Context: an optimization exercise on an open-source flow, tuned for small area and a short achievable clock period. The choices shown serve that exercise and are no tape-out recipe. The RTL was checked by simulation tests, not by an equivalence proof against the original design. No activity file was given, so power comes from the tool's default toggle rates.

===== design/flow/design.v =====
package sram_pkg;
  localparam logic [0:0] ST_INIT = 1'b0;
  localparam logic [0:0] ST_RUN  = 1'b1;
  localparam int RDW_READ_OLD      = 0;
  localparam int RDW_WRITE_THROUGH = 1;
  localparam int MAX_LANE_W = 64;
  function automatic logic lane_parity(input logic [MAX_LANE_W-1:0] lane);
    lane_parity = ^lane;
  endfunction
  function automatic bit params_ok(input int data_w, input int byte_w, input int rd_lat);
    params_ok = (byte_w > 0) && (byte_w <= MAX_LANE_W) && (data_w % byte_w == 0) &&
                (rd_lat == 1 || rd_lat == 2);
  endfunction
endpackage
module sram_rd_pipe #(
  parameter int W      = 16,
  parameter int STAGES = 1
) (
  input  logic         clk,
  input  logic         rst,
  input  logic         valid_i,
  input  logic [W-1:0] data_i,
  input  logic         err_i,
  output logic         valid_o,
  output logic [W-1:0] data_o,
  output logic         err_o
);
  logic [STAGES-1:0] valid_q;
  logic [STAGES-1:0] err_q;
  logic [W-1:0]      data_q [STAGES];
  always_ff @(posedge clk) begin
    if (rst) begin
      valid_q <= '0;
      err_q   <= '0;
      for (int s = 0; s < STAGES; s++) data_q[s] <= '0;
    end else begin
      valid_q[0] <= valid_i;
      err_q[0]   <= valid_i & err_i;
      if (valid_i) data_q[0] <= data_i;
      for (int s = 1; s < STAGES; s++) begin
        valid_q[s] <= valid_q[s-1];
        err_q[s]   <= valid_q[s-1] & err_q[s-1];
        if (valid_q[s-1]) data_q[s] <= data_q[s-1];
      end
    end
  end
  assign valid_o = valid_q[STAGES-1];
  assign err_o   = err_q[STAGES-1];
  assign data_o  = data_q[STAGES-1];
endmodule
module sram_bank_buf #(
  parameter int                  DATA_WIDTH = 16,
  parameter int                  ADDR_WIDTH = 8,
  parameter int                  BYTE_WIDTH = 8,
  parameter int                  RD_LATENCY = 1,
  parameter int                  RDW_MODE   = 0,
  parameter logic [DATA_WIDTH-1:0] INIT_VALUE = '0
) (
  input  logic                             clk,
  input  logic                             rst,
  input  logic                             csen,
  input  logic                             clr,
  input  logic                             wr_en,
  input  logic [ADDR_WIDTH-1:0]            wr_addr,
  input  logic [DATA_WIDTH-1:0]            wr_data,
  input  logic [DATA_WIDTH/BYTE_WIDTH-1:0] wr_be,
  input  logic                             rd_en,
  input  logic [ADDR_WIDTH-1:0]            rd_addr,
  output logic [DATA_WIDTH-1:0]            rd_data,
  output logic                             rd_valid,
  output logic                             rd_err,
  output logic                             busy
);
  localparam int NUM_BE = DATA_WIDTH / BYTE_WIDTH;
  localparam int DEPTH  = 2 ** ADDR_WIDTH;
  localparam int MEM_W  = DATA_WIDTH;
  if (!sram_pkg::params_ok(DATA_WIDTH, BYTE_WIDTH, RD_LATENCY)) begin : g_bad_params
    $error("sram_bank_buf: DATA_WIDTH must be a multiple of BYTE_WIDTH and RD_LATENCY must be 1 or 2");
  end
  logic [MEM_W-1:0]      mem_q [DEPTH];
  logic [0:0]            state_q, state_d;
  logic [ADDR_WIDTH-1:0] cnt_q, cnt_d;
  logic                  clr_q;
  logic                  run;
  logic                  clr_fire;
  logic                  wr_fire;
  logic                  rd_fire;
  logic [MEM_W-1:0]      init_word;
  logic [MEM_W-1:0]      wr_word;
  logic [MEM_W-1:0]      rd_word;
  logic                  rd_err_c;
  assign run      = (state_q == sram_pkg::ST_RUN);
  assign clr_fire = run & clr & ~clr_q;
  assign wr_fire  = run & csen & wr_en & ~clr_fire;
  assign rd_fire  = run & csen & rd_en & ~clr_fire;
  assign busy     = (state_q == sram_pkg::ST_INIT);
  always_comb begin
    init_word                   = '0;
    init_word[DATA_WIDTH-1:0]   = INIT_VALUE;
    wr_word                     = '0;
    wr_word[DATA_WIDTH-1:0]     = wr_data;
    rd_word = mem_q[rd_addr];
    if (RDW_MODE == sram_pkg::RDW_WRITE_THROUGH && wr_fire && (wr_addr == rd_addr)) begin
      for (int i = 0; i < NUM_BE; i++) begin
        if (wr_be[i]) begin
          rd_word[i*BYTE_WIDTH +: BYTE_WIDTH] = wr_data[i*BYTE_WIDTH +: BYTE_WIDTH];
        end
      end
    end
    rd_err_c = 1'b0;
  end
  always_comb begin
    state_d = state_q;
    cnt_d   = cnt_q;
    case (state_q)
      sram_pkg::ST_INIT: begin
        cnt_d = cnt_q + 1'b1;
        if (cnt_q == {ADDR_WIDTH{1'b1}}) state_d = sram_pkg::ST_RUN;
      end
      sram_pkg::ST_RUN: begin
        if (clr_fire) begin
          state_d = sram_pkg::ST_INIT;
          cnt_d   = '0;
        end
      end
      default: begin
        state_d = sram_pkg::ST_INIT;
        cnt_d   = '0;
      end
    endcase
  end
  always_ff @(posedge clk) begin
    if (rst) begin
      state_q <= sram_pkg::ST_INIT;
      cnt_q   <= '0;
      clr_q   <= 1'b0;
    end else begin
      state_q <= state_d;
      cnt_q   <= cnt_d;
      clr_q   <= clr;
    end
  end
  always_ff @(posedge clk) begin
    if (!rst && state_q == sram_pkg::ST_INIT) begin
      mem_q[cnt_q] <= init_word;
    end else if (!rst && wr_fire) begin
      for (int i = 0; i < NUM_BE; i++) begin
        if (wr_be[i]) begin
          mem_q[wr_addr][i*BYTE_WIDTH +: BYTE_WIDTH] <= wr_data[i*BYTE_WIDTH +: BYTE_WIDTH];
        end
      end
    end
  end
  sram_rd_pipe #(
    .W      (DATA_WIDTH),
    .STAGES (RD_LATENCY)
  ) u_rd_pipe (
    .clk     (clk),
    .rst     (rst),
    .valid_i (rd_fire),
    .data_i  (rd_word[DATA_WIDTH-1:0]),
    .err_i   (rd_err_c),
    .valid_o (rd_valid),
    .data_o  (rd_data),
    .err_o   (rd_err)
  );
endmodule

===== design/flow/run.sh =====
#!/bin/bash
# synth_recipe.tcl (not shown) runs the flow's synth.tcl, then flattens the netlist and writes it again
# the make line also repeats each setting of config.mk as NAME=value (left out here)
make -C /OpenROAD-flow-scripts/flow DESIGN_CONFIG=/design/flow/config.mk WORK_HOME=/design/flow/orfs CLKGATE_MAP_FILE= SYNTH_SCRIPT=/design/flow/synth_recipe.tcl finish

===== design/flow/config.mk =====
export PLATFORM = sky130hd
export DESIGN_NAME = sram_bank_buf
export DESIGN_NICKNAME = sram_bank_buf
export VERILOG_FILES = /design/flow/design.v
export SDC_FILE = /design/flow/constraint.sdc
export NUM_CORES = 4
export LEC_CHECK = 0
export CAP_MARGIN = 20
export CORE_MARGIN = 2
export CORE_UTILIZATION = 40
export SLEW_MARGIN = 20

===== design/flow/constraint.sdc =====
create_clock -name core_clock -period 5.0 [get_ports {clk}]
set_input_delay 1.0000 -clock core_clock [delete_from_list [all_inputs] [get_ports {clk}]]
set_output_delay 1.0000 -clock core_clock [all_outputs]
set_load 0.01 [all_outputs]

==> results.sh <==
export IMPL_status="timing/DRC/antenna clean"
export IMPL_grt_use_total_pct=21.42
export IMPL_slew_violations=0
export IMPL_post_synth_most_frequent_cells="4096 x edfxtp_1, 736 x mux4_2, 626 x mux2i_1"
export IMPL_clock_skew_ps=84.09
export IMPL_synth_edf_count=4096
export IMPL_yosysMostFrequentCell="edfxtp_1"
export IMPL_wl_per_cell_um=30.92
export IMPL_ys_warnings_count=3
export IMPL_rsz0062_at_grt="false"
export IMPL_min_delay_path_depth=2
export IMPL_fp_row_count=232
export IMPL_grt_pass1_vias=83900
export IMPL_die_width_um=637.6
export IMPL_fin_nets=8731
export IMPL_synth_area_sq_um=160600
export IMPL_critPathLaunch="state_q$_SDFF_PP0_"
export IMPL_cts_htree_levels=5
export IMPL_numCtsBuffers=408
export IMPL_setup_viol=0
export IMPL_routed_via_density=5.807
export IMPL_port_buffers=57
export IMPL_irDropWorstVdd_mv=0.3550
export IMPL_yosysTopAreaCell="edfxtp_1"
export IMPL_cts_sinks=4123
export IMPL_clock_latency_ps=1010
export IMPL_clock_path_buffers=4
export IMPL_worst_pin_slew_ps=1177
export IMPL_grt_start_max_net_pins=109
export IMPL_p_leak_nw=58.85
export IMPL_die_h_um=637.6
export IMPL_cp_max_fo=15
export IMPL_grt_pass1_wl_um=628500
export IMPL_io_pins=59
export IMPL_reg2regPathDepth=12
export IMPL_hpwlAfterDp_um=287100
export IMPL_powerDensity_nw_per_um2=382.0
export IMPL_hold_start="u_rd_pipe.data_q[0][13]$_SDFFE_PP0P_"
export IMPL_cts_root_buf="clkbuf_16"
export IMPL_async_flop_share_pct=0
export IMPL_die_area_sq_um=406600
export IMPL_synthCells=7937
export IMPL_criticalPathCategory="reg2reg"
export IMPL_totalWireLength_um=442700
export IMPL_ant_nets=0
export IMPL_first_iter_violations=10330
export IMPL_hold_viol=0
export IMPL_synth_flop_cell="edfxtp_1"
export IMPL_antenna_found_initial=20
export IMPL_hold_path_class="reg2reg"
export IMPL_final_util_pct=46.62
export IMPL_slew_headroom_pct=19.50
export IMPL_drive_gt1_share_pct=24.70
export IMPL_place_ws_ps=-435.5
export IMPL_final_cells=14320
export IMPL_yosysUniqueCellTypes=66
export IMPL_place_detailed_instances=13550
export IMPL_cts_tree="done"
export IMPL_synth_top_cell_area_share_pct=76.59
export IMPL_timing_final_ws_setup_ps=210.7
export IMPL_area_delta_synth_final_pct=15.95
export IMPL_synth_area_leaders="edfxtp_1 77%, mux4_2 10%, mux2i_1 3.9%, nor2_1 1.4%, o22ai_1 0.83%"
export IMPL_crit_path_end_kind="flip-flop"
export IMPL_clk_pin_slew_ps=60
export IMPL_crit_required_ps=5640
export IMPL_finalCritPeriodShare_pct=95.79
export IMPL_drc_errors=0
export IMPL_core_region_area_sq_um=399400
export IMPL_ys_ff_latch=4123
export IMPL_synth_seq_area_share_pct=76.93
export IMPL_post_cts_buffers=0
export IMPL_critical_path_startpoint_type="flip-flop"
export IMPL_layout_min_cycle_time_ps=4789
export IMPL_syn_nets=7978
export IMPL_gp_congestion=0.8952
export IMPL_grt_overflow=0
export IMPL_fmax_mhz=208.8
export IMPL_dr_total_vias=83140
export IMPL_critPathArrivalTime_ps=5430
export IMPL_start_util_pct=40.21
export IMPL_syn_area_per_cell_sq_um=20.23
export IMPL_dr_pass1_iters=6
export IMPL_reg2reg_from="state_q$_SDFF_PP0_"
export IMPL_timing_max_cap_violations=0
## cell usage in the layout, fill, tap and decap left out, types with 78 or more instances in the layout
cell type	count
edfxtp_1	4096
mux4_2	736
buf_4	650
mux2i_1	623
nor2_1	584
clkbuf_16	412
o22ai_1	213
nand2_1	207
buf_12	138
a211oi_1	123
o21ai_0	103
a21oi_1	103
o221ai_1	96
clkinv_1	89
clkinv_2	80
a22oi_1	78
## layout make-up
cell class	count	area [sq um]
Multi-Input combinational cell	3307	34190
Clock inverter	273	2962
Timing Repair Buffer	845	8239
Inverter	5	28.78
Fill cell	32920	213200
Clock buffer	481	10620
Sequential cell	4123	123500
Antenna cell	17	42.54
Tap cell	5265	6588
## logic make-up after synthesis
group	count (synthesis)	synth area share, %
compound gates	856	3.657
fa+ha+maj	1	0.007790
buf+inv	507	1.977
flops	4123	76.93
mux	1408	14.68
other cells	1	0.002335
simple gates	1041	2.752
## worst max-delay path, stage by stage (launching register included)
cell     delay (ps)
dfxtp_1         860
inv_1           210
nor2_4          420
nand3_1         190
nor3_4          640
buf_4           330
mux2i_2         270
buf_4           200
nand3_1         290
buf_4           270
buf_4           210
nor2_1          280
buf_4           260
## registers in the layout, summed over array words and instances, names as in the netlist
register	flops
u_rd_pipe.data_q	16
state_q	1
mem_q	4096
u_rd_pipe.valid_q	1
cnt_q	8
clr_q	1
## metal layers
| layer | wire length, um | global-route usage, % |
|---|---|---|
| met1 | 177300 | 29.64 |
| met2 | 209000 | 34.17 |
| met3 | 40630 | 4.199 |
| met4 | 15700 | 7.018 |
| met5 | 41 | 0 |
## what timing repair did
action | in CTS | in global routing
resized for setup | 0 | 1
setup endpoints to repair | 0 | 8
hold buffers | 0 | 0
## per-stage QoR
step | hold WS, ps | setup TNS (ps) | power (W) | area, sq um
floorplan | 499.1 | -2164030 | 0.03970 | 160600
global placement | 579.0 | -305160 | 0.04069 | 172600
detailed placement | 547.6 | -315590 | 0.04070 | 172600
CTS | 563.2 | 0 | 0.07157 | 186200
global route | 593.9 | 0 | 0.07294 | 186200
finish | 592.2 | 0 | 0.07114 | 186200
## final timing paths
path	to	slack (ps)
worst max-delay path	mem_q[31][9]$_DFFE_PP_	210
worst min register to register	u_rd_pipe.data_q[0][13]$_SDFFE_PP0P_	590
worst max register to register	mem_q[31][9]$_DFFE_PP_	210
worst min-delay path	u_rd_pipe.data_q[0][13]$_SDFFE_PP0P_	590
## power breakdown
part	total, W	switching [W]	leakage (nW)	internal (W)
registers	0.0374	0.0000102	36.5	0.0374
clock network	0.0312	0.0132	6.61	0.0180
logic	0.00253	0.00157	15.7	0.000958

separate check: timing with driven ports:
The results above use ideal ports. As a check the final layout listed here was re-extracted and re-timed, cells and wires unchanged. Step 1 sets driving cells, clkbuf_16 on the clock port and buf_2 on the other inputs (assumed; they add their load-dependent delay and slew). Step 2, shift: input delay + t, output delay - t, t = (earliest + latest rising clock arrival at the registers) / 2. This alone moves slack from input paths to output paths. a / b / c = ideal / step 1 / step 2; a / b = the first two.
shift t [ns]: 1.083
setup WS [ns]: 0.211 / 0.211 / -0.306
cell pins on the clock port's net: 1
Met with ideal ports but missed after step 2: setup timing in this run. The setup slack of this run moves by 0.000 ns with the drivers and by -0.517 ns with both steps.
